This is an optimization exercise on Yosys and OpenROAD, whose aim is small area, a short achievable clock period and few clock cycles per item, not a production implementation.
At most, simulation tests tie the RTL to the original design; equivalence was not proved.
Function not checked in runs 4 and 5: the RTL went through the layout flow alone.

===== flow/run.sh =====
#!/bin/bash
# Standard layout, with the timing repair aiming for more setup slack than
# the clock period needs.
set -e
cd "$(dirname "$0")/.."
export SETUP_SLACK_MARGIN=9.5
bash standard.sh > standard.log 2>&1

===== standard.sh =====
#!/bin/bash
# synth_recipe.tcl (not shown) runs the flow's synth.tcl, then flattens the netlist and writes it again
# the make line also repeats each setting of config.mk as NAME=value (left out here)
make -C /OpenROAD-flow-scripts/flow DESIGN_CONFIG=/design/flow/config.mk WORK_HOME=/design/flow/orfs CLKGATE_MAP_FILE= SYNTH_SCRIPT=/design/flow/synth_recipe.tcl "${@:-finish}"

===== constraint.sdc =====
create_clock -name core_clock -period 13.5 [get_ports {i_clk}]
set_input_delay 2.7000 -clock core_clock [delete_from_list [all_inputs] [get_ports {i_clk}]]
set_output_delay 2.7000 -clock core_clock [all_outputs]
set_load 0.01 [all_outputs]

===== config.mk =====
export PLATFORM = sky130hd
export DESIGN_NAME = fft_top
export DESIGN_NICKNAME = fft_top
export VERILOG_FILES = /design/flow/design.v
export SDC_FILE = /design/flow/constraint.sdc
export NUM_CORES = 4
export LEC_CHECK = 0
export ABC_AREA = 1
export CAP_MARGIN = 20
export CORE_MARGIN = 2
export CORE_UTILIZATION = 50
export SLEW_MARGIN = 20

===== design.v =====
`default_nettype none
package fft_pkg;
	typedef logic signed [16-1:0] sample_t;
	typedef struct packed {
		sample_t re;
		sample_t im;
	} cpx_t;
	typedef logic [4-1:0] addr_t;
	localparam int LAT = 23;
	localparam int LAT_B = LAT - 16;
endpackage
`default_nettype wire
`default_nettype none
module fft_loader (
	input  logic             i_clk,
	input  logic             i_wr_en,
	input  logic [16-1:0] i_wr_sel,
	input  fft_pkg::sample_t i_in_re,
	input  fft_pkg::sample_t i_in_im,
	input  logic [16-1:0] i_rd_sel,
	output fft_pkg::cpx_t    o_rd_data
);
	logic [2*16-1:0] bank [0:16-1];
	always_ff @(posedge i_clk) begin
		for (int i = 0; i < 16; i++) begin
			if (i_wr_en && i_wr_sel[i]) begin
				bank[i] <= {i_in_re, i_in_im};
			end
		end
	end
	always_comb begin
		o_rd_data = '0;
		for (int i = 0; i < 16; i++) begin
			o_rd_data = o_rd_data | (bank[i] & {2*16{i_rd_sel[i]}});
		end
	end
endmodule
`default_nettype wire
`default_nettype none
module fft_add #(
	parameter int W = 16
) (
	input  logic [W-1:0] i_a,
	input  logic [W-1:0] i_b,
	input  logic         i_c,
	output logic [W-1:0] o_s
);
	logic [W-1:0] h, g, p, gn, pn;
	always_comb begin
		h    = i_a ^ i_b;
		g    = i_a & i_b;
		p    = h;
		g[0] = g[0] | (h[0] & i_c);
		for (int l = 0; l < 5; l++) begin
			if ((1 << l) < W) begin
				gn = g;
				pn = p;
				for (int i = 0; i < W; i++) begin
					if (((i >> l) & 1) == 1) begin
						gn[i] = g[i] | (p[i] & g[((i >> l) << l) - 1]);
						pn[i] = p[i] & p[((i >> l) << l) - 1];
					end
				end
				g = gn;
				p = pn;
			end
		end
		o_s = h ^ {g[W-2:0], i_c};
	end
endmodule
module fft_butterfly #(
	parameter int D = 1
) (
	input  logic          i_clk,
	input  logic          i_adv,
	input  logic          i_hi,
	input  logic          i_swap,
	input  logic          i_neg_re,
	input  logic          i_neg_im,
	input  logic          i_nz_re,
	input  logic          i_nz_im,
	input  fft_pkg::cpx_t i_y,
	output fft_pkg::cpx_t o_out
);
	logic [2*16-1:0] ring [0:D-1];
	fft_pkg::cpx_t lo, sum, diff, ring_in;
	fft_pkg::sample_t q_re, q_im, n_re, n_im;
	logic z_re, z_im, cs_re, cd_re, cs_im, cd_im;
	assign lo = ring[0];
	always_comb begin
		q_re  = i_swap ? i_y.im : i_y.re;
		q_im  = i_swap ? i_y.re : i_y.im;
		z_re  = i_swap ? i_nz_im : i_nz_re;
		z_im  = i_swap ? i_nz_re : i_nz_im;
		n_re  = q_re ^ {16{i_neg_re}};
		n_im  = q_im ^ {16{i_neg_im}};
		cs_re = i_neg_re & ~z_re;
		cd_re = ~i_neg_re | z_re;
		cs_im = i_neg_im & ~z_im;
		cd_im = ~i_neg_im | z_im;
	end
	fft_add #(.W(16)) u_s_re (.i_a(lo.re), .i_b(n_re),  .i_c(cs_re), .o_s(sum.re));
	fft_add #(.W(16)) u_d_re (.i_a(lo.re), .i_b(~n_re), .i_c(cd_re), .o_s(diff.re));
	fft_add #(.W(16)) u_s_im (.i_a(lo.im), .i_b(n_im),  .i_c(cs_im), .o_s(sum.im));
	fft_add #(.W(16)) u_d_im (.i_a(lo.im), .i_b(~n_im), .i_c(cd_im), .o_s(diff.im));
	always_comb begin
		ring_in = i_hi ? diff : i_y;
		o_out   = i_hi ? sum : lo;
	end
	always_ff @(posedge i_clk) begin
		for (int i = 0; i < D - 1; i++) begin
			ring[i] <= ring[i+1];
		end
		ring[D-1] <= i_adv ? ring_in : ring[0];
	end
endmodule
`default_nettype wire
`default_nettype none
module fft_csa #(
	parameter int W = 24
) (
	input  logic [W-1:0] i_a,
	input  logic [W-1:0] i_b,
	input  logic [W-1:0] i_c,
	output logic [W-1:0] o_s,
	output logic [W-1:0] o_c
);
	logic [W-1:0] m;
	assign o_s = i_a ^ i_b ^ i_c;
	assign m   = (i_a & i_b) | (i_a & i_c) | (i_b & i_c);
	assign o_c = {m[W-2:0], 1'b0};
endmodule
module fft_mulw2 (
	input  fft_pkg::cpx_t i_x,
	output logic [23:0]   o_s_re,
	output logic [23:0]   o_c_re,
	output logic [23:0]   o_s_im,
	output logic [23:0]   o_c_im
);
	logic [23:0] u, v;
	logic [23:0] as1, ac1, as2, ac2, as3, ac3, as4, ac4, as5, ac5, as6, ac6, as7, ac7;
	logic [23:0] bs1, bc1, bs2, bc2, bs3, bc3, bs4, bc4, bs5, bc5, bs6, bc6, bs7, bc7, bs8, bc8;
	assign u = {{8{i_x.re[16-1]}}, i_x.re};
	assign v = {{8{i_x.im[16-1]}}, i_x.im};
	fft_csa u_a1 (.i_a(u << 7),  .i_b(u << 5),  .i_c(u << 4),  .o_s(as1), .o_c(ac1));
	fft_csa u_a2 (.i_a(u << 2),  .i_b(u),       .i_c(v << 7),  .o_s(as2), .o_c(ac2));
	fft_csa u_a3 (.i_a(v << 5),  .i_b(v << 4),  .i_c(v << 2),  .o_s(as3), .o_c(ac3));
	fft_csa u_a4 (.i_a(as1),     .i_b(ac1),     .i_c(as2),     .o_s(as4), .o_c(ac4));
	fft_csa u_a5 (.i_a(ac2),     .i_b(as3),     .i_c(ac3),     .o_s(as5), .o_c(ac5));
	fft_csa u_a6 (.i_a(as4),     .i_b(ac4),     .i_c(v),       .o_s(as6), .o_c(ac6));
	fft_csa u_a7 (.i_a(as5),     .i_b(ac5),     .i_c(as6),     .o_s(as7), .o_c(ac7));
	fft_csa u_a8 (.i_a(as7),     .i_b(ac7),     .i_c(ac6),     .o_s(o_s_re), .o_c(o_c_re));
	fft_csa u_b1 (.i_a(v << 7),     .i_b(v << 5),     .i_c(v << 4),     .o_s(bs1), .o_c(bc1));
	fft_csa u_b2 (.i_a(v << 2),     .i_b(v),          .i_c(~(u << 7)),  .o_s(bs2), .o_c(bc2));
	fft_csa u_b3 (.i_a(~(u << 5)),  .i_b(~(u << 4)),  .i_c(~(u << 2)),  .o_s(bs3), .o_c(bc3));
	fft_csa u_b4 (.i_a(bs1),        .i_b(bc1),        .i_c(bs2),        .o_s(bs4), .o_c(bc4));
	fft_csa u_b5 (.i_a(bc2),        .i_b(bs3),        .i_c(bc3),        .o_s(bs5), .o_c(bc5));
	fft_csa u_b6 (.i_a(bs4),        .i_b(bc4),        .i_c(~u),         .o_s(bs6), .o_c(bc6));
	fft_csa u_b7 (.i_a(bs5),        .i_b(bc5),        .i_c(24'd5),      .o_s(bs7), .o_c(bc7));
	fft_csa u_b8 (.i_a(bs6),        .i_b(bc6),        .i_c(bs7),        .o_s(bs8), .o_c(bc8));
	fft_csa u_b9 (.i_a(bs8),        .i_b(bc8),        .i_c(bc7),        .o_s(o_s_im), .o_c(o_c_im));
endmodule
module fft_mulw1 (
	input  fft_pkg::cpx_t i_x,
	output logic [23:0]   o_s_re,
	output logic [23:0]   o_c_re,
	output logic [23:0]   o_s_im,
	output logic [23:0]   o_c_im
);
	logic [23:0] u, v;
	logic [23:0] a0, a1, a2, a3, a4, a5, a6, a7;
	logic [23:0] b0, b1, b2, b3, b4, b5, b6, b7;
	logic [23:0] as1, ac1, as2, ac2, as3, ac3, as4, ac4, as5, ac5;
	logic [23:0] bs1, bc1, bs2, bc2, bs3, bc3, bs4, bc4, bs5, bc5;
	assign u = {{8{i_x.re[16-1]}}, i_x.re};
	assign v = {{8{i_x.im[16-1]}}, i_x.im};
	assign a0 = u << 8;
	assign a1 = ~(u << 4);
	assign a2 = ~(u << 2);
	assign a3 = u;
	assign a4 = v << 6;
	assign a5 = v << 5;
	assign a6 = v << 1;
	assign a7 = 24'd2;
	assign b0 = v << 8;
	assign b1 = ~(v << 4);
	assign b2 = ~(v << 2);
	assign b3 = v;
	assign b4 = ~(u << 6);
	assign b5 = ~(u << 5);
	assign b6 = ~(u << 1);
	assign b7 = 24'd5;
	fft_csa u_a1 (.i_a(a0),  .i_b(a1),  .i_c(a2),  .o_s(as1), .o_c(ac1));
	fft_csa u_a2 (.i_a(a3),  .i_b(a4),  .i_c(a5),  .o_s(as2), .o_c(ac2));
	fft_csa u_a3 (.i_a(as1), .i_b(ac1), .i_c(as2), .o_s(as3), .o_c(ac3));
	fft_csa u_a4 (.i_a(ac2), .i_b(a6),  .i_c(a7),  .o_s(as4), .o_c(ac4));
	fft_csa u_a5 (.i_a(as3), .i_b(ac3), .i_c(as4), .o_s(as5), .o_c(ac5));
	fft_csa u_a6 (.i_a(as5), .i_b(ac5), .i_c(ac4), .o_s(o_s_re), .o_c(o_c_re));
	fft_csa u_b1 (.i_a(b0),  .i_b(b1),  .i_c(b2),  .o_s(bs1), .o_c(bc1));
	fft_csa u_b2 (.i_a(b3),  .i_b(b4),  .i_c(b5),  .o_s(bs2), .o_c(bc2));
	fft_csa u_b3 (.i_a(bs1), .i_b(bc1), .i_c(bs2), .o_s(bs3), .o_c(bc3));
	fft_csa u_b4 (.i_a(bc2), .i_b(b6),  .i_c(b7),  .o_s(bs4), .o_c(bc4));
	fft_csa u_b5 (.i_a(bs3), .i_b(bc3), .i_c(bs4), .o_s(bs5), .o_c(bc5));
	fft_csa u_b6 (.i_a(bs5), .i_b(bc5), .i_c(bc4), .o_s(o_s_im), .o_c(o_c_im));
endmodule
module fft_cpa (
	input  logic [23:0]            i_s,
	input  logic [23:0]            i_c,
	output logic [16-1:0]  o_t,
	output logic                   o_nz
);
	logic [23:0] p;
	fft_add #(.W(24)) u_add (.i_a(i_s), .i_b(i_c), .i_c(1'b0), .o_s(p));
	assign o_t  = p[8 +: 16];
	assign o_nz = |p[7:0];
endmodule
module fft_engine (
	input  logic           i_clk,
	input  logic           i_adv,
	input  fft_pkg::addr_t i_pos_n,
	input  fft_pkg::cpx_t  i_x,
	output fft_pkg::cpx_t  o_y
);
	fft_pkg::addr_t p0, p1, pm2, p2, pm3, p3;
	logic hi0, hi1, rot1, mul2, hi2, rot2, use3, sel3_x, sel3_w1, swap3, hi3, rot3, kk3;
	always_comb begin
		p0  = i_pos_n;
		p1  = i_pos_n - fft_pkg::addr_t'(2);
		pm2 = i_pos_n - fft_pkg::addr_t'(5);
		p2  = i_pos_n - fft_pkg::addr_t'(7);
		pm3 = i_pos_n - fft_pkg::addr_t'(13);
		p3  = i_pos_n - fft_pkg::addr_t'(15);
	end
	always_ff @(posedge i_clk) begin
		hi0     <= p0[0];
		hi1     <= p1[1];
		rot1    <= p1[0];
		mul2    <= pm2[2] & pm2[0];
		hi2     <= p2[2];
		rot2    <= p2[1];
		use3    <= pm3[3] & (pm3[1:0] == 2'd2);
		sel3_x  <= ~pm3[3] | (pm3[1:0] == 2'd0);
		sel3_w1 <= pm3[3] & pm3[0];
		swap3   <= pm3[3] & (pm3[1:0] == 2'd3);
		hi3     <= p3[3];
		rot3    <= p3[2];
		kk3     <= (p3[1:0] == 2'd3);
	end
	fft_pkg::cpx_t s0_out, r1, s1_out, r2, r2m, s2_out, r3a, r3, r3m;
	logic          nz2, nz3_re, nz3_im;
	fft_butterfly #(.D(1)) u_s0 (
		.i_clk (i_clk), .i_adv (i_adv),
		.i_hi (hi0), .i_swap (1'b0), .i_neg_re (1'b0), .i_neg_im (1'b0),
		.i_nz_re (1'b0), .i_nz_im (1'b0),
		.i_y (i_x), .o_out (s0_out)
	);
	always_ff @(posedge i_clk) begin
		if (i_adv) r1 <= s0_out;
	end
	fft_butterfly #(.D(2)) u_s1 (
		.i_clk (i_clk), .i_adv (i_adv),
		.i_hi (hi1), .i_swap (rot1), .i_neg_re (1'b0), .i_neg_im (rot1),
		.i_nz_re (1'b0), .i_nz_im (1'b0),
		.i_y (r1), .o_out (s1_out)
	);
	always_ff @(posedge i_clk) begin
		if (i_adv) r2 <= s1_out;
	end
	fft_pkg::cpx_t wx;
	logic [23:0]   w2_s_re, w2_c_re, w2_s_im, w2_c_im;
	assign wx = use3 ? r3 : r2;
	fft_mulw2 u_w2 (.i_x (wx), .o_s_re (w2_s_re), .o_c_re (w2_c_re), .o_s_im (w2_s_im), .o_c_im (w2_c_im));
	logic [23:0]   cs2_s_re, cs2_c_re, cs2_s_im, cs2_c_im;
	fft_pkg::cpx_t y2;
	logic          nz2_d, nz2_im_unused;
	always_ff @(posedge i_clk) begin
		if (i_adv) begin
			if (mul2) begin
				cs2_s_re <= w2_s_re;
				cs2_c_re <= w2_c_re;
				cs2_s_im <= w2_s_im;
				cs2_c_im <= w2_c_im;
			end else begin
				cs2_s_re <= {r2.re, 8'd0};
				cs2_c_re <= '0;
				cs2_s_im <= {r2.im, 8'd0};
				cs2_c_im <= '0;
			end
		end
	end
	fft_cpa u_cpa2re (.i_s (cs2_s_re), .i_c (cs2_c_re), .o_t (y2.re), .o_nz (nz2_d));
	fft_cpa u_cpa2im (.i_s (cs2_s_im), .i_c (cs2_c_im), .o_t (y2.im), .o_nz (nz2_im_unused));
	always_ff @(posedge i_clk) begin
		if (i_adv) begin
			r2m <= y2;
			nz2 <= nz2_d;
		end
	end
	fft_butterfly #(.D(4)) u_s2 (
		.i_clk (i_clk), .i_adv (i_adv),
		.i_hi (hi2), .i_swap (rot2), .i_neg_re (1'b0), .i_neg_im (rot2),
		.i_nz_re (nz2), .i_nz_im (1'b0),
		.i_y (r2m), .o_out (s2_out)
	);
	always_ff @(posedge i_clk) begin
		if (i_adv) begin
			r3a <= s2_out;
			r3  <= r3a;
		end
	end
	fft_pkg::cpx_t x3;
	logic [23:0]   w1_s_re, w1_c_re, w1_s_im, w1_c_im;
	logic [23:0]   cs3_s_re, cs3_c_re, cs3_s_im, cs3_c_im;
	fft_pkg::cpx_t y3;
	logic          nz3_re_d, nz3_im_d;
	always_comb begin
		x3.re = swap3 ? r3.im : r3.re;
		x3.im = swap3 ? r3.re : r3.im;
	end
	fft_mulw1 u_w1 (.i_x (x3), .o_s_re (w1_s_re), .o_c_re (w1_c_re), .o_s_im (w1_s_im), .o_c_im (w1_c_im));
	always_ff @(posedge i_clk) begin
		if (i_adv) begin
			if (sel3_x) begin
				cs3_s_re <= {r3.re, 8'd0};
				cs3_c_re <= '0;
				cs3_s_im <= {r3.im, 8'd0};
				cs3_c_im <= '0;
			end else if (sel3_w1) begin
				cs3_s_re <= w1_s_re;
				cs3_c_re <= w1_c_re;
				cs3_s_im <= w1_s_im;
				cs3_c_im <= w1_c_im;
			end else begin
				cs3_s_re <= w2_s_re;
				cs3_c_re <= w2_c_re;
				cs3_s_im <= w2_s_im;
				cs3_c_im <= w2_c_im;
			end
		end
	end
	fft_cpa u_cpa3re (.i_s (cs3_s_re), .i_c (cs3_c_re), .o_t (y3.re), .o_nz (nz3_re_d));
	fft_cpa u_cpa3im (.i_s (cs3_s_im), .i_c (cs3_c_im), .o_t (y3.im), .o_nz (nz3_im_d));
	always_ff @(posedge i_clk) begin
		if (i_adv) begin
			r3m    <= y3;
			nz3_re <= nz3_re_d;
			nz3_im <= nz3_im_d;
		end
	end
	fft_butterfly #(.D(8)) u_s3 (
		.i_clk (i_clk), .i_adv (i_adv),
		.i_hi (hi3), .i_swap (rot3),
		.i_neg_re (rot3 & kk3), .i_neg_im (rot3 | kk3),
		.i_nz_re (nz3_re), .i_nz_im (nz3_im),
		.i_y (r3m), .o_out (o_y)
	);
endmodule
`default_nettype wire
`default_nettype none
module fft_unloader (
	input  logic             i_clk,
	input  logic             i_arst_n,
	input  logic             i_push,
	input  fft_pkg::cpx_t    i_data,
	input  logic             i_last,
	output logic             o_skid_full_next,
	output logic             o_out_valid,
	input  logic             i_out_ready,
	output fft_pkg::sample_t o_out_re,
	output fft_pkg::sample_t o_out_im,
	output logic             o_out_last
);
	logic          skid_v, skid_last, head_last;
	fft_pkg::cpx_t skid_d, head_d;
	logic          pop, hold;
	logic          head_v_n, skid_v_n;
	assign pop  = o_out_valid & i_out_ready;
	assign hold = o_out_valid & ~i_out_ready;
	always_comb begin
		if (hold) begin
			head_v_n = 1'b1;
			skid_v_n = skid_v | i_push;
		end else begin
			head_v_n = skid_v | i_push;
			skid_v_n = 1'b0;
		end
	end
	assign o_skid_full_next = skid_v_n;
	always_ff @(posedge i_clk or negedge i_arst_n) begin
		if (!i_arst_n) begin
			o_out_valid <= 1'b0;
			skid_v      <= 1'b0;
		end else begin
			o_out_valid <= head_v_n;
			skid_v      <= skid_v_n;
		end
	end
	always_ff @(posedge i_clk) begin
		if (hold) begin
			if (i_push) begin
				skid_d    <= i_data;
				skid_last <= i_last;
			end
		end else if (skid_v) begin
			head_d    <= skid_d;
			head_last <= skid_last;
		end else if (i_push) begin
			head_d    <= i_data;
			head_last <= i_last;
		end
	end
	assign o_out_re   = head_d.re;
	assign o_out_im   = head_d.im;
	assign o_out_last = head_last;
endmodule
`default_nettype wire
`default_nettype none
module fft_top (
	input  logic             i_clk,
	input  logic             i_arst_n,
	input  logic             i_in_valid,
	output logic             o_in_ready,
	input  fft_pkg::sample_t i_in_re,
	input  fft_pkg::sample_t i_in_im,
	output logic             o_out_valid,
	input  logic             i_out_ready,
	output fft_pkg::sample_t o_out_re,
	output fft_pkg::sample_t o_out_im,
	output logic             o_out_last
);
	localparam fft_pkg::addr_t LAST = fft_pkg::addr_t'(16 - 1);
	localparam fft_pkg::addr_t LB   = fft_pkg::addr_t'(fft_pkg::LAT_B);
	fft_pkg::addr_t wcnt;
	logic           wpar;
	logic           avail;      
	logic           in_rdy;
	fft_pkg::addr_t pos;        
	logic           rpar;
	logic           adv;        
	logic [2:0]     sc;         
	logic           cur_data;   
	logic           ft_a, ft_b, ft_c;  
	logic           skid_full_next;
	fft_pkg::addr_t ra_n;       
	logic [16-1:0] rsel, rsel_n;  
	logic           take, wdone, boundary, data_now, rdone, start;
	logic           push;
	fft_pkg::addr_t wcnt_n, pos_n;
	logic           wpar_n, rpar_n, avail_n, cur_data_n;
	logic           ft_a_n, ft_b_n, ft_c_n;
	logic [2:0]     sc_n;
	logic           active_n, adv_n, reading_n, in_rdy_n, empty;
	logic           av0, av1, adv0, adv1, rdy0, rdy1;
	fft_pkg::addr_t wa_n;
	logic [16-1:0] wsel, wsel_n;  
	logic           ev, ev_n, ex_last, ex_last_n;
	always_comb begin
		take     = i_in_valid & in_rdy;
		wdone    = take & (wcnt == LAST);
		boundary = (pos == '0);
		data_now = boundary ? avail : cur_data;
		rdone    = adv & data_now & (pos == LAST);
		start    = adv & boundary;
		wcnt_n     = wcnt + fft_pkg::addr_t'(take);
		wpar_n     = wpar ^ wdone;
		rpar_n     = rpar ^ rdone;
		avail_n    = wdone | (avail & ~rdone);
		pos_n      = pos + fft_pkg::addr_t'(adv);
		cur_data_n = start ? avail : cur_data;
		ft_a_n     = start ? avail : ft_a;
		ft_b_n     = start ? ft_a  : ft_b;
		ft_c_n     = start ? ft_b  : ft_c;
		push = adv & ev;
		if (pos_n == '0 || pos_n >= LB) begin
			ev_n = ft_b_n;
		end else begin
			ev_n = ft_c_n;
		end
		ex_last_n = ((pos_n - LB) == LAST);
		empty = boundary & ~ft_a & ~ft_b;
		if (adv || empty) begin
			sc_n = '0;
		end else begin
			sc_n = sc + 3'd1;
		end
		reading_n = (pos_n == '0) ? av0 : cur_data_n;
		av0  = avail & ~rdone;
		av1  = (wcnt == LAST) | av0;
		adv0 = ((pos_n != '0) | av0 | ft_a_n | ft_b_n) & ~skid_full_next & (sc_n == '0);
		adv1 = ((pos_n != '0) | av1 | ft_a_n | ft_b_n) & ~skid_full_next & (sc_n == '0);
		rdy0 = ~av0 | (reading_n & ((pos_n > wcnt) | ((pos_n == wcnt) & adv0)));
		rdy1 = ~av1 | (((pos_n == '0) ? av1 : cur_data_n)
			& ((pos_n > (wcnt + 4'd1)) | ((pos_n == (wcnt + 4'd1)) & adv1)));
		adv_n    = take ? adv1 : adv0;
		in_rdy_n = take ? rdy1 : rdy0;
		for (int i = 0; i < 4; i++) begin
			ra_n[i] = rpar_n ? pos_n[i] : pos_n[4-1-i];
			wa_n[i] = wpar_n ? wcnt_n[4-1-i] : wcnt_n[i];
		end
		for (int i = 0; i < 16; i++) begin
			wsel_n[i] = (wa_n == fft_pkg::addr_t'(i));
			rsel_n[i] = (ra_n == fft_pkg::addr_t'(i));
		end
	end
	always_ff @(posedge i_clk or negedge i_arst_n) begin
		if (!i_arst_n) begin
			wcnt     <= '0;
			wpar     <= 1'b0;
			rpar     <= 1'b0;
			avail    <= 1'b0;
			pos      <= '0;
			cur_data <= 1'b0;
			ft_a     <= 1'b0;
			ft_b     <= 1'b0;
			ft_c     <= 1'b0;
			sc       <= '0;
			adv      <= 1'b0;
			in_rdy   <= 1'b0;
			rsel     <= 16'(1);
			wsel     <= 16'(1);
			ev       <= 1'b0;
			ex_last  <= 1'b0;
		end else begin
			wcnt     <= wcnt_n;
			wpar     <= wpar_n;
			rpar     <= rpar_n;
			avail    <= avail_n;
			pos      <= pos_n;
			cur_data <= cur_data_n;
			ft_a     <= ft_a_n;
			ft_b     <= ft_b_n;
			ft_c     <= ft_c_n;
			sc       <= sc_n;
			adv      <= adv_n;
			in_rdy   <= in_rdy_n;
			rsel     <= rsel_n;
			wsel     <= wsel_n;
			ev       <= ev_n;
			ex_last  <= ex_last_n;
		end
	end
	assign o_in_ready = in_rdy;
	fft_pkg::cpx_t rd_data, pipe_out;
	fft_loader u_loader (
		.i_clk    (i_clk),
		.i_wr_en  (take),
		.i_wr_sel (wsel),
		.i_in_re  (i_in_re),
		.i_in_im  (i_in_im),
		.i_rd_sel (rsel),
		.o_rd_data(rd_data)
	);
	fft_engine u_engine (
		.i_clk (i_clk),
		.i_adv (adv),
		.i_pos_n (pos_n),
		.i_x   (rd_data),
		.o_y   (pipe_out)
	);
	fft_unloader u_unloader (
		.i_clk            (i_clk),
		.i_arst_n         (i_arst_n),
		.i_push           (push),
		.i_data           (pipe_out),
		.i_last           (ex_last),
		.o_skid_full_next (skid_full_next),
		.o_out_valid      (o_out_valid),
		.i_out_ready      (i_out_ready),
		.o_out_re         (o_out_re),
		.o_out_im         (o_out_im),
		.o_out_last       (o_out_last)
	);
endmodule
`default_nettype wire

==> results.py, run 1 <==
metrics = {
    "status": {
        "status": "finished clean",
    },
    "timing": {
        "finalWorstSetupSlack_ns": 9.16,
        "worst_pin_slew_ns": 1.11,
        "period_share_pct": 32.1,
        "slew_headroom_pct": 26.0,
        "hold_viol": 0,
        "clock_skew_ns": 0.0610,
        "fin_tns_setup_ns": 0,
        "drv_slew": 0,
        "holdWs_ns": 0.317,
        "fmax_ghz": 0.230,
        "rsz0062_at_grt": "yes",
        "timing.final.crit_period_ns": 4.34,
        "final-setup-viol-count": 0,
    },
    "cts": {
        "htreeDepth": 4,
        "clkSlewWorstSetupHoldPaths_ns": 0.06,
        "cts_inserted_buffers": 162,
        "cts_tree": "done",
        "clk_latency_ns": 0.82,
        "cts-root-buf": "clkbuf_16",
        "cts.sinks": 1502,
        "cts_buffer_depth": 3,
    },
    "route": {
        "wire_per_inst_um": 21.5,
        "first_iter_violations": 4088,
        "vias_per_cell": 5.30,
        "dr.pass1.iters": 5,
        "drt.antenna.violating_nets": 0,
        "wl_um": 216000,
        "drcViolationCount": 0,
        "vias": 53200,
    },
    "final_layout": {
        "diodes": 0,
        "layout_common_cells": "nand2_1, inv_1, edfxtp_1",
        "syn_to_final_growth_pct": 15.1,
        "final_cell_count_no_fill": 10000,
        "drive_above_1_share_pct": 12.6,
        "mostFrequentLayoutCell": "nand2_1",
        "num-nets-final": 8855,
    },
    "global_routing": {
        "antenna_found_initial": 6,
        "grt_usage_pct": 26.8,
        "grt_max_degree": 85,
        "grt_pass1_vias": 53400,
        "overflow": 0,
        "grt_first_pass_wirelength_um": 327000,
    },
    "flow_run": {
        "maxCapViolCount": 0,
    },
    "critical_path": {
        "critPathMostFrequentCell": "fa_1",
        "critPathMaxStageDelay_ns": 0.54,
        "arrival_ns": 4.93,
        "critPathSlowestCell": "fa_2",
        "critPathKind": "register to register",
        "end_kind": "register",
        "crit_chain": "buf_6, buf_16, buf_12, nand2_2, o21ai_4, buf_4, fa_1, fa_1, inv_1, fa_1, inv_1, fa_1, inv_1, fa_2, nand2_1, a22oi_1",
        "cp.required_ns": 14.09,
        "crit_fanout": 5,
        "cp-start-kind": "register",
    },
    "floorplanning": {
        "rows": 145,
        "ios": 71,
        "die_w_um": 402,
        "start_util_pct": 50.5,
        "die_y_um": 402,
        "core-area_um2": 157000,
        "dieArea_um2": 161000,
    },
    "placement": {
        "dp.cells": 9550,
        "pre_cts_ws_ns": 8.06,
        "dp.final_hpwl_um": 147000,
        "port_buffers": 70,
        "routabilityCongestion": 0.900,
    },
    "synth": {
        "syn_area_per_cell_um2": 10.5,
        "async_reset_ff_share_pct": 3.73,
        "synthFlopType": "edfxtp_1",
        "synth_cells": 7556,
        "synth.distinct_cells": 57,
        "synth_edf_count": 987,
        "yosys_register_bits": 1502,
        "synth_area_um2": 79000,
        "seq_area_frac_synth_pct": 50.9,
        "ys_warn_count": 15,
    },
    "min_path": {
        "hp-class": "register to register",
    },
}
## kinds of logic after synthesis
kind of cell,after synthesis,synth area share [%]
simple gates,2430,12.5
flops,1502,50.9
buf+inv,1444,6.87
compound gates,1059,7.86
fa+ha+maj,971,20.2
xor+xnor,149,1.68
other cells,1,0.00475
## stage by stage
| stage | util [%] | instance area, um^2 |
|---|---|---|
| 2_1_floorplan | - | 80200 |
| 3_3_place_gp | 53.0 | 83000 |
| 3_5_place_dp | 53.0 | 83000 |
| 4_1_cts | 57.6 | 90200 |
| 5_1_grt | 58.1 | 91000 |
| 6_report | 58.1 | 91000 |
## layer usage
metal | wire length [um] | share of wire (%) | GRT usage (%)
met4 | 7830 | 3.6 | 9.37
met3 | 11300 | 5.2 | 3.70
met1 | 89900 | 42 | 34.6
met2 | 106000 | 49 | 46.4
met5 | 42 | 0.019 | 0
## area by class of cell
cell class / count / area (um^2)
fillers: 13200 / 65600
flip-flops and latches: 1502 / 40300
multi-input cells: 4612 / 34800
inverters: 1212 / 4710
clock buffers: 217 / 4510
repair buffers: 357 / 3270
well taps: 2058 / 2570
clock inverters: 82 / 840
repair inverters: 1 / 7.51
## sequential cells by signal, summed over array words and instances (netlist names), 16 cells and up
signal / cells
u_loader.bank: 512
u_engine.u_s3.ring: 256
u_engine.u_s2.ring: 128
u_engine.u_s1.ring: 64
u_engine.r1: 32
u_engine.r2: 32
u_engine.r2m: 32
u_engine.r3: 32
u_engine.r3a: 32
u_engine.r3m: 32
u_engine.u_s0.ring: 32
u_unloader.head_d: 32
u_unloader.skid_d: 32
u_engine.cs2_s_re: 24
u_engine.cs3_s_im: 24
u_engine.cs3_s_re: 24
u_engine.cs2_c_im: 22
u_engine.cs2_c_re: 22
u_engine.cs2_s_im: 22
u_engine.cs3_c_im: 22
u_engine.cs3_c_re: 22
rsel: 16
wsel: 16
## cell usage after synthesis, types with 28 or more instances
master       n  share of area [%]
a22oi_1     30               0.28
nor3_1      28               0.18
ha_1       467                7.4
inv_1     1199                5.7
nor2_1     449                2.1
a21o_1      36               0.34
a22o_1      85               0.94
xnor2_1     51               0.57
dfxtp_1    459                 12
a21oi_1    298                1.9
xor2_1      96                1.1
edfxtp_1   987                 38
fa_1       504                 13
a221oi_1    50               0.55
nand2_1   1515                7.2
o21ai_0    458                2.9
nand3_1    319                2.0
clkbuf_1   211                1.0
nand4_1     68               0.54
dfrtp_1     54                1.7
## critical path, delay by kind of cell, from the launching register on
| kind | cells | cell delay [ns] |
|---|---|---|
| adders and majority gates | 5 | 2.54 |
| DFF | 1 | 0.36 |
| and+or+nand+nor | 2 | 0.18 |
| buffers and inverters | 7 | 0.74 |
| AOI/OAI and AO/OA | 2 | 0.29 |
## path summary, 6_finish.rpt
path | startpoint | end | slack, ns | depth (start not counted)
hold reg to reg | u_engine.u_s3.ring[4][10] | u_engine.u_s3.ring[3][10] | 0.32 | 0
hold / removal | u_engine.u_s3.ring[4][10] | u_engine.u_s3.ring[3][10] | 0.32 | 0
min in group asynchronous | i_arst_n | wsel[7] | 2.09 | 2
setup / recovery | u_engine.use3 | u_engine.cs3_s_re[11] | 9.16 | 16
setup reg to reg | u_engine.use3 | u_engine.cs3_s_re[11] | 9.16 | 16
max in group asynchronous | i_arst_n | adv | 10.74 | 2
## repair_timing
action | 4_1_cts | 5_1_grt
resized for setup | 383 | 147
endpoints found under the setup margin | 365 | 230
pin swaps | 91 | 71
buffers inserted | 139 | 41
gates cloned | 8 | 4
hold buffers | 0 | 0
Testbench counts, summed over its fixed seeds: cycles 1,344, frames 64.
==> run 2: changes to the inputs <==
--- a/config.mk
+++ b/config.mk
@@ -5,7 +5,6 @@
 export SDC_FILE = /design/flow/constraint.sdc
 export NUM_CORES = 4
 export LEC_CHECK = 0
-export ABC_AREA = 1
 export CAP_MARGIN = 20
 export CORE_MARGIN = 2
 export CORE_UTILIZATION = 50
==> run 2 against run 1 <==
Against the previous run:
- largest cell class unchanged
- design area fell by 0.66%
- routed wire length fell by 6.5%
- non-clock buffer count rose by 34
==> results.py, run 2 <==
metrics = {
    "synth": {
        "seq_area_frac_synth_pct": 52.1,
        "async_reset_ff_share_pct": 3.73,
        "yosys-top-cells-count": "edfxtp_1, inv_1, fa_1",
        "synthFlopType": "edfxtp_1",
        "synth_cells": 6031,
        "synthMostInstantiatedCell": "edfxtp_1",
        "synth_top_area_share_pct": 38.4,
        "yosys-top-cells-area": "edfxtp_1, fa_1, dfxtp_1",
        "ys_warn_count": 15,
        "syn_area_per_cell_um2": 12.8,
        "synth_edf_count": 987,
        "yosys_register_bits": 1502,
        "synth.distinct_cells": 79,
        "synth_top_area_cell": "edfxtp_1",
        "synth_area_um2": 77200,
    },
    "floorplanning": {
        "core-area_um2": 154000,
        "die_y_um": 397,
        "rows": 144,
        "die_w_um": 397,
        "start_util_pct": 50.2,
        "ios": 71,
        "dieArea_um2": 158000,
    },
    "critical_path": {
        "r2r_cells": 13,
        "critPathMostFrequentCell": "fa_1",
        "end_kind": "register",
        "arrival_ns": 4.92,
        "crit_chain": "buf_12, buf_16, buf_6, mux2i_4, clkinv_4, fa_1, inv_1, fa_1, inv_2, fa_1, fa_2, fa_2, mux2_4",
        "cp.required_ns": 14.05,
        "crit_fanout": 6,
        "r2r-end": "u_engine.cs2_s_im[8]",
        "cp.buffers_inverters": 6,
        "cp-start-kind": "register",
        "critPathSlowestCell": "fa_2",
        "critPathKind": "register to register",
        "critPathMaxStageDelay_ns": 0.56,
        "reg2reg_slack_ns": 9.13,
        "cp_top_family": "adder cells",
        "reg2reg_from": "u_engine.use3",
    },
    "final_layout": {
        "fill_cells": 12200,
        "reg_top3": "u_loader.bank (512), u_engine.u_s3.ring (256), u_engine.u_s2.ring (128)",
        "num-nets-final": 7404,
        "drive_above_1_share_pct": 18.3,
        "regMostFlops": "u_loader.bank",
        "ff_latch_area_um2": 40300,
        "multi_input_area_um2": 35000,
        "largest_reg_flops": 512,
        "mostFrequentLayoutCell": "edfxtp_1",
        "utilization_pct": 58.8,
        "syn_to_final_growth_pct": 17.1,
        "layout_common_cells": "edfxtp_1, inv_1, ha_1",
    },
    "route": {
        "drt.antenna.violating_nets": 0,
        "vias": 46900,
        "first_iter_violations": 3484,
        "wl_um": 202000,
        "wire_per_inst_um": 23.5,
        "dr.pass1.iters": 6,
        "drcViolationCount": 0,
        "vias_per_cell": 5.47,
    },
    "timing": {
        "rsz0062_at_grt": "yes",
        "fin_tns_setup_ns": 0,
        "fmax_ghz": 0.229,
        "hold_viol": 0,
        "final-setup-viol-count": 0,
        "timing.final.crit_period_ns": 4.37,
        "slew_headroom_pct": 26.8,
        "worst_pin_slew_ns": 1.10,
        "period_share_pct": 32.4,
        "holdWs_ns": 0.298,
        "drv_slew": 0,
        "clock_skew_ns": 0.0759,
    },
    "cts": {
        "clk_latency_ns": 0.82,
        "cts_inserted_buffers": 159,
        "cts-root-buf": "clkbuf_16",
        "cts.sinks": 1502,
        "cts.hold.buffers_added": 0,
        "htreeDepth": 4,
        "clkSlewWorstSetupHoldPaths_ns": 0.06,
        "cts_tree": "done",
        "cts_buffer_depth": 3,
    },
    "global_routing": {
        "grt_usage_pct": 25.2,
        "grt_pass1_vias": 47700,
        "grt_first_pass_wirelength_um": 299000,
        "grtUsageMet2_pct": 41.7,
        "grt_max_degree": 184,
        "grt_use_met1_pct": 34.4,
        "grt-busiest-layer": "met2",
        "antenna_found_initial": 6,
        "globalRouteMet3Util_pct": 3.74,
        "overflow": 0,
    },
    "min_path": {
        "hp-class": "register to register",
        "whs_path_depth": 0,
        "worstHoldEndpoint": "u_engine.u_s3.ring[3][10]",
        "hold_start": "u_engine.u_s3.ring[4][10]",
    },
    "placement": {
        "routabilityCongestion": 0.943,
        "port_buffers": 70,
        "dp.final_hpwl_um": 131000,
    },
    "status": {
        "status": "finished clean",
    },
    "flow_run": {
        "maxCapViolCount": 0,
    },
}
## run 2: changes by cell type in the layout (fill, tap and decap cells not counted), moves of 43 or more
cell	delta
o21a_1	+43
xnor2_1	+134
a22oi_1	+135
mux2_2	+144
mux2i_1	+173
nand2_1	-1310
nand3_1	-244
o21ai_0	-263
inv_1	-387
## run 2: layout make-up
type                       count  area share [%]
multi-input combinational   3541            38.7
inverter                     802            3.46
antenna                        3         0.00831
timing repair buffer         391            4.44
sequential                  1502            44.6
tap                         2044            2.83
clock inverter                71           0.923
clock buffer                 225            5.07
## run 2: per-stage QoR
step                      setup WS [ns]  cells  instance area [um^2]
after floorplan                    8.38   6032                 78300
after global placement             8.27   8017                 81100
after detailed placement           8.24   8017                 81100
after CTS                          9.17   8463                 88600
after global routing               9.06   8577                 90400
final                              9.13   8579                 90400
## run 2: worst register-to-register path, cell delays in order, from the launching register on
cell      delay, ns
dfxtp_4        0.38
buf_12         0.15
buf_16         0.17
buf_6          0.12
mux2i_4        0.29
clkinv_4       0.15
fa_1           0.50
inv_1          0.05
fa_1           0.51
inv_2          0.04
fa_1           0.46
fa_2           0.57
fa_2           0.48
mux2_4         0.27
## run 2: kinds of logic (layout without fill, tap and decap cells)
kind of cell,Yosys count,in the layout,synth area share (%)
flops,1502,1502,52.1
buf+inv,989,1489,4.81
simple gates,976,976,5.91
fa+ha+maj,971,971,20.6
compound gates,948,948,8.30
mux,388,388,5.32
xor+xnor,256,256,2.90
other cells,1,5,0.00486
## run 2: metal layers
layer  part of all wire, %  wire length, um
met1                    43            85700
met2                    48            97600
met3                   6.0            12100
met4                   3.0             6120
met5                 0.021               43
## run 2: repair_timing
action,CTS,global route
setup endpoints to repair,316,245
buffers inserted,143,98
gates cloned,7,13
pin swaps,65,111
hold endpoints to repair,0,0
gates resized for setup,383,172
## run 2: worst max path at each step
stage	startpoint	endpoint	slack [ns]	depth (start not counted)
3_5_place_dp	u_engine.use3	u_engine.cs2_s_re[16]	8.24	13
6_report	u_engine.use3	u_engine.cs2_s_im[8]	9.13	13
3_3_place_gp	u_engine.use3	u_engine.cs2_s_re[16]	8.27	13
5_1_grt	u_engine.use3	u_engine.cs3_s_re[13]	9.06	15
2_1_floorplan	adv	in_rdy	8.38	12
4_1_cts	u_engine.use3	u_engine.cs2_s_re[15]	9.17	13
==> run 3: changes to the inputs <==
==> flow/run.sh (replaced) <==
#!/bin/bash
# Standard layout, with the timing repair aiming for more setup slack than
# the clock period needs.
set -e
cd "$(dirname "$0")/.."
export SETUP_SLACK_MARGIN=10.5
bash standard.sh > standard.log 2>&1
==> run 3 against run 2 <==
Against the previous run:
- highest routed layer unchanged
- setup slack worse by 0.047 ns
- still clean
- utilization grew 4.9 points
==> results.py, run 3 <==
metrics = {
    "synth": {
        "synth_xor_area_share_pct": 2.90,
        "synthFlopType": "edfxtp_1",
        "synthMostInstantiatedCell": "edfxtp_1",
        "yosys.area_share.simple_pct": 5.91,
        "yosys-top-cells-area": "edfxtp_1, fa_1, dfxtp_1",
        "synth_top_area_cell": "edfxtp_1",
        "ys_warn_count": 15,
        "synth.distinct_cells": 79,
        "synth_fa_ha_area_share_pct": 20.6,
        "async_reset_ff_share_pct": 3.73,
        "synth_area_um2": 77200,
        "yosys-top-cells-count": "edfxtp_1, inv_1, fa_1",
        "synth_cells": 6031,
        "synth_edf_count": 987,
        "yosys_register_bits": 1502,
        "synth_top_area_share_pct": 38.4,
        "seq_area_frac_synth_pct": 52.1,
        "syn_area_per_cell_um2": 12.8,
        "synth_compound_area_share_pct": 8.30,
        "synth_top_family_by_area": "adder cells",
        "synth.mux.area_fraction_pct": 5.32,
    },
    "floorplanning": {
        "ios": 71,
        "core-area_um2": 154000,
        "die_y_um": 397,
        "rows": 144,
        "die_w_um": 397,
        "start_util_pct": 50.2,
        "dieArea_um2": 158000,
    },
    "flow_run": {
        "maxCapViolCount": 0,
    },
    "final_layout": {
        "mostFrequentLayoutCell": "edfxtp_1",
        "layout_common_cells": "edfxtp_1, inv_1, dfxtp_1",
        "num-nets-final": 7701,
        "regMostFlops": "u_loader.bank",
        "drive_above_1_share_pct": 29.5,
        "reg_top3": "u_loader.bank (512), u_engine.u_s3.ring (256), u_engine.u_s2.ring (128)",
        "fill_cells": 11500,
        "largest_reg_flops": 512,
        "syn_to_final_growth_pct": 26.7,
    },
    "timing": {
        "rsz0062_at_grt": "yes",
        "fin_tns_setup_ns": 0,
        "drv_slew": 0,
        "period_share_pct": 32.8,
        "timing.final.crit_period_ns": 4.42,
        "slew_headroom_pct": 22.1,
        "worst_pin_slew_ns": 1.16,
        "hold_viol": 0,
        "clock_skew_ns": 0.0705,
        "fmax_ghz": 0.226,
        "final-setup-viol-count": 0,
        "finalWorstSetupSlack_ns": 9.08,
    },
    "global_routing": {
        "grt_pass1_vias": 50000,
        "antenna_found_initial": 3,
        "grt_usage_pct": 28.2,
        "overflow": 0,
        "grt_first_pass_wirelength_um": 327000,
        "grt_max_degree": 162,
    },
    "cts": {
        "cts.sinks": 1502,
        "cts_tree": "done",
        "cts_inserted_buffers": 161,
        "cts.hold.buffers_added": 0,
        "cts-root-buf": "clkbuf_16",
        "clk_latency_ns": 0.84,
        "clkSlewWorstSetupHoldPaths_ns": 0.07,
        "cts_buffer_depth": 3,
        "htreeDepth": 4,
    },
    "placement": {
        "pre_cts_ws_ns": 8.07,
        "routabilityCongestion": 0.951,
        "port_buffers": 70,
        "dp.final_hpwl_um": 133000,
    },
    "route": {
        "dr.pass1.iters": 6,
        "first_iter_violations": 3810,
        "drt.antenna.violating_nets": 0,
        "vias": 49200,
        "vias_per_cell": 5.54,
        "wire_per_inst_um": 25.3,
        "wl_um": 224000,
        "drcViolationCount": 0,
    },
    "min_path": {
        "hp-class": "register to register",
    },
    "critical_path": {
        "critPathKind": "register to register",
        "crit_fanout": 7,
        "arrival_ns": 4.93,
        "end_kind": "register",
        "cp.buffers_inverters": 6,
        "critPathMaxStageDelay_ns": 0.57,
        "cp-start-kind": "register",
        "critPathSlowestCell": "fa_2",
        "cp.required_ns": 14.01,
        "cp_top_family": "adder cells",
        "crit_chain": "buf_12, buf_16, mux2i_4, buf_6, buf_6, buf_6, fa_1, inv_2, fa_2, fa_1, fa_1, fa_2, mux2i_1, nor2_1",
    },
    "status": {
        "status": "finished clean",
    },
}
==> run 3: cell counts after synthesis <==
No cell type changed its count.
==> run 3: area by class of cell <==
type	count	area (um^2)	area share, %
diodes	3	7.51	0.00767
clock buffers	217	4500	4.60
clock inverters	82	1060	1.08
inverters	802	3180	3.25
multi-input cells	3557	38700	39.5
flip-flops and latches	1502	40300	41.2
well taps	2044	2560	2.61
repair buffers	668	7550	7.72
repair inverters	2	17.5	0.0179
==> run 3: per-stage QoR <==
step	utilization (%)	hold WS (ns)	area, um^2	instances
2_1_floorplan	-	0.310	79500	6032
3_3_place_gp	53.2	0.310	81800	8002
3_5_place_dp	53.2	0.312	81800	8002
4_1_cts	61.7	0.304	94800	8714
5_1_grt	63.7	0.307	97800	8874
6_report	63.7	0.305	97800	8877
==> run 3: metal layers <==
| metal | up-vias | track usage [%] | routed length [um] |
|---|---|---|---|
| li1 | 22200 | - | - |
| met1 | 25000 | 35.7 | 89300 |
| met2 | 1516 | 47.6 | 110000 |
| met3 | 477 | 4.35 | 12500 |
| met4 | 4 | 13.2 | 12400 |
| met5 | - | 0 | 23 |
==> run 3: worst paths after layout <==
kind / from / end / slack, ns / cells past startpoint
max: u_engine.use3 / u_engine.cs3_s_im[7] / 9.08 / 14
min: u_engine.u_s2.ring[2][6] / u_engine.u_s2.ring[1][6] / 0.30 / 0
max reg2reg: u_engine.use3 / u_engine.cs3_s_im[7] / 9.08 / 14
min reg2reg: u_engine.u_s2.ring[2][6] / u_engine.u_s2.ring[1][6] / 0.30 / 0
max in group asynchronous: i_arst_n / u_unloader.skid_v / 10.87 / 2
min in group asynchronous: i_arst_n / wsel[15] / 2.01 / 2
==> run 3: what timing repair did <==
| action | CTS | global route |
|---|---|---|
| resized for setup | 975 | 377 |
| buffers inserted | 377 | 158 |
| endpoints found under the setup margin | 1249 | 499 |
| pin swaps | 341 | 299 |
| cloned | 36 | 2 |
==> run 3: cell families after synthesis <==
| group | after synthesis |
|---|---|
| flip-flops | 1502 |
| other | 1 |
| AO/OA/AOI/OAI | 948 |
| buffers and inverters | 989 |
| XOR/XNOR | 256 |
| AND/OR/NAND/NOR | 976 |
| adder cells (fa/ha/maj) | 971 |
| multiplexers | 388 |
==> run 4: changes to the inputs <==
--- a/design.v
+++ b/design.v
@@ -222,7 +222,7 @@
 	output fft_pkg::cpx_t  o_y
 );
 	fft_pkg::addr_t p0, p1, pm2, p2, pm3, p3;
-	logic hi0, hi1, rot1, mul2, hi2, rot2, use3, sel3_x, sel3_w1, swap3, hi3, rot3, kk3;
+	logic hi0, hi1, rot1, mul2, hi2, rot2, use3, sel3_x, sel3_w1, hi3, rot3, kk3;
 	always_comb begin
 		p0  = i_pos_n;
 		p1  = i_pos_n - fft_pkg::addr_t'(2);
@@ -231,6 +231,9 @@
 		pm3 = i_pos_n - fft_pkg::addr_t'(13);
 		p3  = i_pos_n - fft_pkg::addr_t'(15);
 	end
+	logic use3_d, swap3_d;
+	assign use3_d  = pm3[3] & (pm3[1:0] == 2'd2);
+	assign swap3_d = pm3[3] & (pm3[1:0] == 2'd3);
 	always_ff @(posedge i_clk) begin
 		hi0     <= p0[0];
 		hi1     <= p1[1];
@@ -238,15 +241,14 @@
 		mul2    <= pm2[2] & pm2[0];
 		hi2     <= p2[2];
 		rot2    <= p2[1];
-		use3    <= pm3[3] & (pm3[1:0] == 2'd2);
+		use3    <= use3_d;
 		sel3_x  <= ~pm3[3] | (pm3[1:0] == 2'd0);
 		sel3_w1 <= pm3[3] & pm3[0];
-		swap3   <= pm3[3] & (pm3[1:0] == 2'd3);
 		hi3     <= p3[3];
 		rot3    <= p3[2];
 		kk3     <= (p3[1:0] == 2'd3);
 	end
-	fft_pkg::cpx_t s0_out, r1, s1_out, r2, r2m, s2_out, r3a, r3, r3m;
+	fft_pkg::cpx_t s0_out, r1, s1_out, r2, r2m, s2_out, r3a, r3_d, r3, r3m;
 	logic          nz2, nz3_re, nz3_im;
 	fft_butterfly #(.D(1)) u_s0 (
 		.i_clk (i_clk), .i_adv (i_adv),
@@ -263,12 +265,14 @@
 		.i_nz_re (1'b0), .i_nz_im (1'b0),
 		.i_y (r1), .o_out (s1_out)
 	);
+	fft_pkg::cpx_t wx;
 	always_ff @(posedge i_clk) begin
-		if (i_adv) r2 <= s1_out;
+		if (i_adv) begin
+			r2 <= s1_out;
+			wx <= use3_d ? r3_d : s1_out;
+		end
 	end
-	fft_pkg::cpx_t wx;
 	logic [23:0]   w2_s_re, w2_c_re, w2_s_im, w2_c_im;
-	assign wx = use3 ? r3 : r2;
 	fft_mulw2 u_w2 (.i_x (wx), .o_s_re (w2_s_re), .o_c_re (w2_c_re), .o_s_im (w2_s_im), .o_c_im (w2_c_im));
 	logic [23:0]   cs2_s_re, cs2_c_re, cs2_s_im, cs2_c_im;
 	fft_pkg::cpx_t y2;
@@ -302,22 +306,21 @@
 		.i_nz_re (nz2), .i_nz_im (1'b0),
 		.i_y (r2m), .o_out (s2_out)
 	);
+	always_comb begin
+		r3_d.re = swap3_d ? r3a.im : r3a.re;
+		r3_d.im = swap3_d ? r3a.re : r3a.im;
+	end
 	always_ff @(posedge i_clk) begin
 		if (i_adv) begin
 			r3a <= s2_out;
-			r3  <= r3a;
+			r3  <= r3_d;
 		end
 	end
-	fft_pkg::cpx_t x3;
 	logic [23:0]   w1_s_re, w1_c_re, w1_s_im, w1_c_im;
 	logic [23:0]   cs3_s_re, cs3_c_re, cs3_s_im, cs3_c_im;
 	fft_pkg::cpx_t y3;
 	logic          nz3_re_d, nz3_im_d;
-	always_comb begin
-		x3.re = swap3 ? r3.im : r3.re;
-		x3.im = swap3 ? r3.re : r3.im;
-	end
-	fft_mulw1 u_w1 (.i_x (x3), .o_s_re (w1_s_re), .o_c_re (w1_c_re), .o_s_im (w1_s_im), .o_c_im (w1_c_im));
+	fft_mulw1 u_w1 (.i_x (r3), .o_s_re (w1_s_re), .o_c_re (w1_c_re), .o_s_im (w1_s_im), .o_c_im (w1_c_im));
 	always_ff @(posedge i_clk) begin
 		if (i_adv) begin
 			if (sel3_x) begin
==> flow/run.sh (replaced) <==
#!/bin/bash
# Standard layout, with the timing repair aiming for more setup slack than
# the clock period needs.
set -e
cd "$(dirname "$0")/.."
export SETUP_SLACK_MARGIN=9.5
bash standard.sh > standard.log 2>&1
==> run 4 against run 3 <==
Against the previous run:
- still clean on timing, DRC and antenna
- critical path type is now register to primary output
- fmax up 5.6%
- first-iteration DRC count up 0.97%
- global-route usage down 3.3 points
- synthesized area up 1.9%
- sequential share of layout area up 4.3 points
- critical path depth down 13
==> results.py, run 4 <==
metrics = {
    "status": {
        "status": "finished clean",
    },
    "timing": {
        "fin_tns_setup_ns": 0,
        "final-setup-viol-count": 0,
        "period_share_pct": 31.0,
        "finalWorstSetupSlack_ns": 9.31,
        "worst_pin_slew_ns": 1.14,
        "slew_headroom_pct": 23.6,
        "fmax_ghz": 0.239,
        "timing.final.crit_period_ns": 4.19,
        "hold_viol": 0,
        "rsz0062_at_grt": "yes",
        "clock_skew_ns": 0.0761,
        "drv_slew": 0,
    },
    "flow_run": {
        "maxCapViolCount": 0,
    },
    "cts": {
        "cts-root-buf": "clkbuf_16",
        "cts_buffer_depth": 3,
        "clk_latency_ns": 0.85,
        "cts.sinks": 1532,
        "htreeDepth": 4,
        "cts_inserted_buffers": 164,
        "cts.hold.buffers_added": 0,
        "cts_tree": "done",
        "clkSlewWorstSetupHoldPaths_ns": 0.06,
    },
    "global_routing": {
        "grt_usage_pct": 24.9,
        "grt_pass1_vias": 48400,
        "overflow": 0,
        "grt_max_degree": 91,
        "antenna_found_initial": 11,
        "grt_first_pass_wirelength_um": 303000,
    },
    "route": {
        "dr.pass1.iters": 5,
        "drcViolationCount": 0,
        "first_iter_violations": 3847,
        "vias_per_cell": 5.57,
        "vias": 47800,
        "wl_um": 204000,
        "drt.antenna.violating_nets": 0,
        "wire_per_inst_um": 23.7,
    },
    "final_layout": {
        "mostFrequentLayoutCell": "edfxtp_1",
        "syn_to_final_growth_pct": 15.0,
        "utilization_pct": 57.9,
        "fill_cells": 12500,
        "reg_top3": "u_loader.bank (512), u_engine.u_s3.ring (256), u_engine.u_s2.ring (128)",
        "regMostFlops": "u_loader.bank",
        "layout_common_cells": "edfxtp_1, inv_1, ha_1",
        "ff_latch_area_um2": 41200,
        "largest_reg_flops": 512,
        "drive_above_1_share_pct": 15.6,
        "multi_input_area_um2": 35200,
        "num-nets-final": 7413,
    },
    "synth": {
        "synth_cells": 6120,
        "syn_area_per_cell_um2": 12.9,
        "seq_area_frac_synth_pct": 52.3,
        "synth_area_um2": 78700,
        "yosys-top-cells-count": "edfxtp_1, inv_1, fa_1",
        "yosys_register_bits": 1532,
        "yosys-top-cells-area": "edfxtp_1, fa_1, dfxtp_1",
        "synth_edf_count": 1019,
        "synth_top_area_share_pct": 38.9,
        "async_reset_ff_share_pct": 3.66,
        "synth.distinct_cells": 82,
        "synth_top_area_cell": "edfxtp_1",
        "synthMostInstantiatedCell": "edfxtp_1",
        "ys_warn_count": 15,
        "synthFlopType": "edfxtp_1",
    },
    "placement": {
        "dp.final_hpwl_um": 133000,
        "routabilityCongestion": 0.885,
        "pre_cts_ws_ns": 8.32,
        "port_buffers": 70,
    },
    "critical_path": {
        "cp.buffers_inverters": 1,
        "critPathKind": "register to primary output",
        "crit_chain": "buf_2",
        "cp.required_ns": 10.80,
        "cp-start-kind": "register",
        "reg2reg_slack_ns": 9.42,
        "end_kind": "primary output",
        "cp_top_family": "flip-flops",
        "crit_fanout": 1,
        "critPathSlowestCell": "edfxtp_1",
        "critPathMaxStageDelay_ns": 0.50,
        "arrival_ns": 1.49,
        "cp.depth": 1,
        "r2r_cells": 10,
    },
    "floorplanning": {
        "dieArea_um2": 161000,
        "core-area_um2": 156000,
        "rows": 145,
        "start_util_pct": 50.4,
        "die_w_um": 401,
        "ios": 71,
        "die_y_um": 401,
    },
    "min_path": {
        "hp-class": "register to register",
        "whs_path_depth": 0,
    },
}
[run 4: cell count changes in the layout (fill, tap and decap cells not counted), moves of 75 or more]
cell and delta:
nand2_1 +75, mux2_2 +95, buf_4 -132, ha_1 +88
fa_1 +108, fa_2 -110, buf_6 -156, mux2_4 -79
[run 4: layout make-up]
type / count / area share, %
Sequential cell: 1532 / 45.5
Multi-Input combinational cell: 3680 / 38.9
Clock buffer: 227 / 5.11
Timing Repair Buffer: 302 / 3.38
Inverter: 703 / 2.97
Tap cell: 2058 / 2.85
Clock inverter: 81 / 1.24
Antenna cell: 4 / 0.0111
[run 4: final timing paths]
kind / from / endpoint
setup / recovery: u_unloader.head_d[12] / o_out_im[12]
max in group asynchronous: i_arst_n / adv
hold reg to reg: u_engine.u_s3.ring[4][8] / u_engine.u_s3.ring[3][8]
min in group asynchronous: i_arst_n / sc[0]
hold / removal: u_engine.u_s3.ring[4][8] / u_engine.u_s3.ring[3][8]
setup reg to reg: u_engine.wx[7] / u_engine.cs2_s_im[11]
[run 4: routing by layer]
layer,wire length (um),global-route usage [%]
met1,89400,35.2
met5,79,0
met3,13400,3.96
met4,6060,7.41
met2,94700,39.9
[run 4: metrics by stage]
step	hold slack (ns)	instances	area, um^2
6_report	0.316	8587	90500
5_1_grt	0.313	8584	90500
4_1_cts	0.313	8512	89100
3_5_place_dp	0.312	8095	82100
3_3_place_gp	0.310	8095	82000
2_1_floorplan	0.310	6120	79400
[run 4: cell families (layout without fill, tap and decap cells)]
| family | Yosys count | in the layout | synth area share [%] |
|---|---|---|---|
| xor+xnor | 282 | 282 | 3.15 |
| fa+ha+maj | 994 | 994 | 20.6 |
| buf+inv | 908 | 1313 | 4.36 |
| simple gates | 1076 | 1076 | 6.33 |
| flops | 1532 | 1532 | 52.3 |
| other cells | 0 | 4 | 0 |
| compound gates | 956 | 956 | 8.23 |
| mux | 372 | 372 | 5.04 |
[run 4: what timing repair did]
action / 4_1_cts / 5_1_grt
gates cloned: 2 / 11
endpoints found under the hold margin: 0 / 0
resized for setup: 268 / 192
setup buffers: 107 / 58
pin swaps: 35 / 82
setup endpoints to repair: 524 / 252
==> run 5: changes to the inputs <==
==> flow/run.sh (replaced) <==
#!/bin/bash
# Standard layout, with the timing repair aiming for more setup slack than
# the clock period needs.
set -e
cd "$(dirname "$0")/.."
export SETUP_SLACK_MARGIN=9.2
bash standard.sh > standard.log 2>&1
--- a/config.mk
+++ b/config.mk
@@ -7,5 +7,5 @@
 export LEC_CHECK = 0
 export CAP_MARGIN = 20
 export CORE_MARGIN = 2
-export CORE_UTILIZATION = 50
+export CORE_UTILIZATION = 60
 export SLEW_MARGIN = 20
==> run 5 against run 4 <==
Against the previous run:
- non-clock buffer count fell by 89
- die area shrank 17%
- sequential share of layout area rose by 1.5 points
- setup slack worse by 0.034 ns
- synthesized cell count is the same
- hold slack improved by 0.00081 ns
==> results.py, run 5 <==
metrics = {
    "placement": {
        "dp.final_hpwl_um": 133000,
        "placed_area_um2": 81500,
        "port_buffers": 70,
        "routabilityCongestion": 0.907,
    },
    "critical_path": {
        "critPathMaxStageDelay_ns": 0.42,
        "critPathSlowestCell": "edfxtp_1",
        "end_kind": "primary output",
        "cp-start-kind": "register",
        "cp_top_family": "flip-flops",
        "cp.buffers_inverters": 1,
        "critPathKind": "register to primary output",
        "cp.required_ns": 10.80,
        "crit_chain": "dlygate4sd2_1",
        "reg2reg_slack_ns": 9.33,
        "crit_fanout": 1,
        "arrival_ns": 1.52,
    },
    "timing": {
        "timing.final.crit_period_ns": 4.22,
        "fmax_ghz": 0.237,
        "rsz0062_at_grt": "no",
        "slew_headroom_pct": 22.3,
        "hold_viol": 0,
        "period_share_pct": 31.3,
        "drv_slew": 0,
        "worst_pin_slew_ns": 1.17,
        "fin_tns_setup_ns": 0,
        "clock_skew_ns": 0.0415,
        "final-setup-viol-count": 0,
    },
    "route": {
        "drt.antenna.violating_nets": 0,
        "vias": 46600,
        "wl_um": 194000,
        "drcViolationCount": 0,
        "vias_per_cell": 5.72,
        "wire_per_inst_um": 23.8,
        "dr.pass1.iters": 8,
        "first_iter_violations": 3495,
    },
    "final_layout": {
        "num-nets-final": 7316,
        "final_area_um2": 87600,
        "mostFrequentLayoutCell": "edfxtp_1",
        "fill_cells": 9602,
        "drive_above_1_share_pct": 11.2,
        "largest_reg_flops": 512,
        "layout_common_cells": "edfxtp_1, inv_1, fa_1",
        "syn_to_final_growth_pct": 11.3,
        "reg_top3": "u_loader.bank (512), u_engine.u_s3.ring (256), u_engine.u_s2.ring (128)",
        "regMostFlops": "u_loader.bank",
    },
    "synth": {
        "synthFlopType": "edfxtp_1",
        "synth_top_area_share_pct": 38.9,
        "synth_edf_count": 1019,
        "synth_area_um2": 78700,
        "synth_cells": 6120,
        "yosys_register_bits": 1532,
        "synth.distinct_cells": 82,
        "yosys-top-cells-count": "edfxtp_1, inv_1, fa_1",
        "synthMostInstantiatedCell": "edfxtp_1",
        "async_reset_ff_share_pct": 3.66,
        "ys_warn_count": 15,
        "syn_area_per_cell_um2": 12.9,
        "synth_top_area_cell": "edfxtp_1",
        "yosys-top-cells-area": "edfxtp_1, fa_1, dfxtp_1",
        "seq_area_frac_synth_pct": 52.3,
    },
    "cts": {
        "cts_buffer_depth": 3,
        "cts.hold.buffers_added": 0,
        "cts.sinks": 1532,
        "clkSlewWorstSetupHoldPaths_ns": 0.06,
        "htreeDepth": 4,
        "cts-root-buf": "clkbuf_16",
        "cts_inserted_buffers": 156,
        "clk_latency_ns": 0.80,
        "cts_tree": "done",
    },
    "floorplanning": {
        "dieArea_um2": 134000,
        "core-area_um2": 130000,
        "rows": 132,
        "ios": 71,
        "die_w_um": 366,
        "start_util_pct": 60.6,
        "die_y_um": 366,
    },
    "global_routing": {
        "grt_max_degree": 162,
        "antenna_found_initial": 9,
        "overflow": 0,
        "grt_first_pass_wirelength_um": 294000,
        "grt_usage_pct": 29.2,
        "grt_pass1_vias": 47300,
    },
    "min_path": {
        "hp-class": "register to register",
    },
    "flow_run": {
        "maxCapViolCount": 0,
    },
    "status": {
        "status": "finished clean",
    },
}
==> run 5: changes by cell type in the layout (fill, tap and decap cells not counted), moves of 34 or more <==
cell	delta
buf_2	-34
buf_4	-40
dlygate4sd2_1	+34
fa_1	+34
fa_2	-34
inv_1	+50
inv_2	-40
==> run 5: final timing paths <==
kind	depth (start not counted)	start	to
setup reg to reg	15	rsel[15]	u_engine.r1[30]
setup / recovery	1	u_unloader.head_d[14]	o_out_im[14]
hold / removal	0	u_engine.u_s3.ring[3][13]	u_engine.u_s3.ring[2][13]
max in group asynchronous	2	i_arst_n	adv
hold reg to reg	0	u_engine.u_s3.ring[3][13]	u_engine.u_s3.ring[2][13]
min in group asynchronous	2	i_arst_n	wsel[2]
==> run 5: layout make-up <==
class / count / area (um^2) / share of cell area, %
Antenna cell: 3 / 7.51 / 0.00857
Clock buffer: 208 / 4260 / 4.87
Clock inverter: 74 / 818 / 0.934
Inverter: 703 / 2650 / 3.03
Multi-Input combinational cell: 3680 / 34600 / 39.5
Sequential cell: 1532 / 41200 / 47.0
Tap cell: 1742 / 2180 / 2.49
Timing Repair Buffer: 213 / 1920 / 2.19
==> run 5: cell families after synthesis <==
logic type | synth area share (%)
multiplexers | 5.04
flip-flops | 52.3
AND/OR/NAND/NOR | 6.33
buffers and inverters | 4.36
adder cells (fa/ha/maj) | 20.6
XOR/XNOR | 3.15
AO/OA/AOI/OAI | 8.23
==> run 5: timing repair <==
item / in CTS / in global routing
setup endpoints to repair: 192 / 81
resized for setup: 56 / 51
buffers inserted: 66 / 25
pin swaps: 2 / 1
==> run 5: metrics by stage <==
step / setup slack [ns] / util, % / std cells / hold WS [ns]
floorplan: 7.95 / - / 6120 / 0.310
global placement: 8.45 / 62.8 / 7778 / 0.310
detailed placement: 8.44 / 62.8 / 7778 / 0.312
CTS: 9.20 / 67.1 / 8126 / 0.322
global route: 9.18 / 67.5 / 8153 / 0.326
finish: 9.28 / 67.5 / 8155 / 0.317
==> run 5: routing by layer <==
metal	GRT usage, %	vias up	part of all wire (%)
li1	-	21600	-
met3	3.86	365	4.9
met2	49.5	1192	50
met1	37.8	23400	40
met4	13.2	8	5.0
met5	0	-	0.028

==> re-timing with driven ports <==
The flow's constraints put no driver on any port. The routed layouts listed below were extracted and timed again, unchanged, in two steps. Step 1 (the two cells are an assumption about what drives the block):
set clk [get_ports {i_clk}]
set_driving_cell -lib_cell sky130_fd_sc_hd__clkbuf_16 $clk
set_driving_cell -lib_cell sky130_fd_sc_hd__buf_2 [delete_from_list [all_inputs] $clk]
Step 2, shift: input delay + t, output delay - t, t = (earliest + latest rising clock arrival at the registers) / 2. This alone moves slack from input paths to output paths. a / b / c = ideal / step 1 / step 2; a / b = the first two.
run	shift t [ns]	setup WS [ns]	clock arrival spread, ns
run 1	0.867	9.161 / 9.161 / 8.826	0.062 / 0.062
run 2	0.868	9.125 / 9.125 / 8.967	0.094 / 0.094
run 3	0.873	9.078 / 9.078 / 9.078	0.087 / 0.087
run 4	0.885	9.312 / 9.236 / 8.849	0.076 / 0.076
run 5	0.857	9.278 / 9.204 / 8.775	0.060 / 0.061
After both steps every run listed still meets setup and hold. For run 5, which loses most, drivers alone change the setup slack by -0.074 ns; drivers and shift together by -0.503 ns.
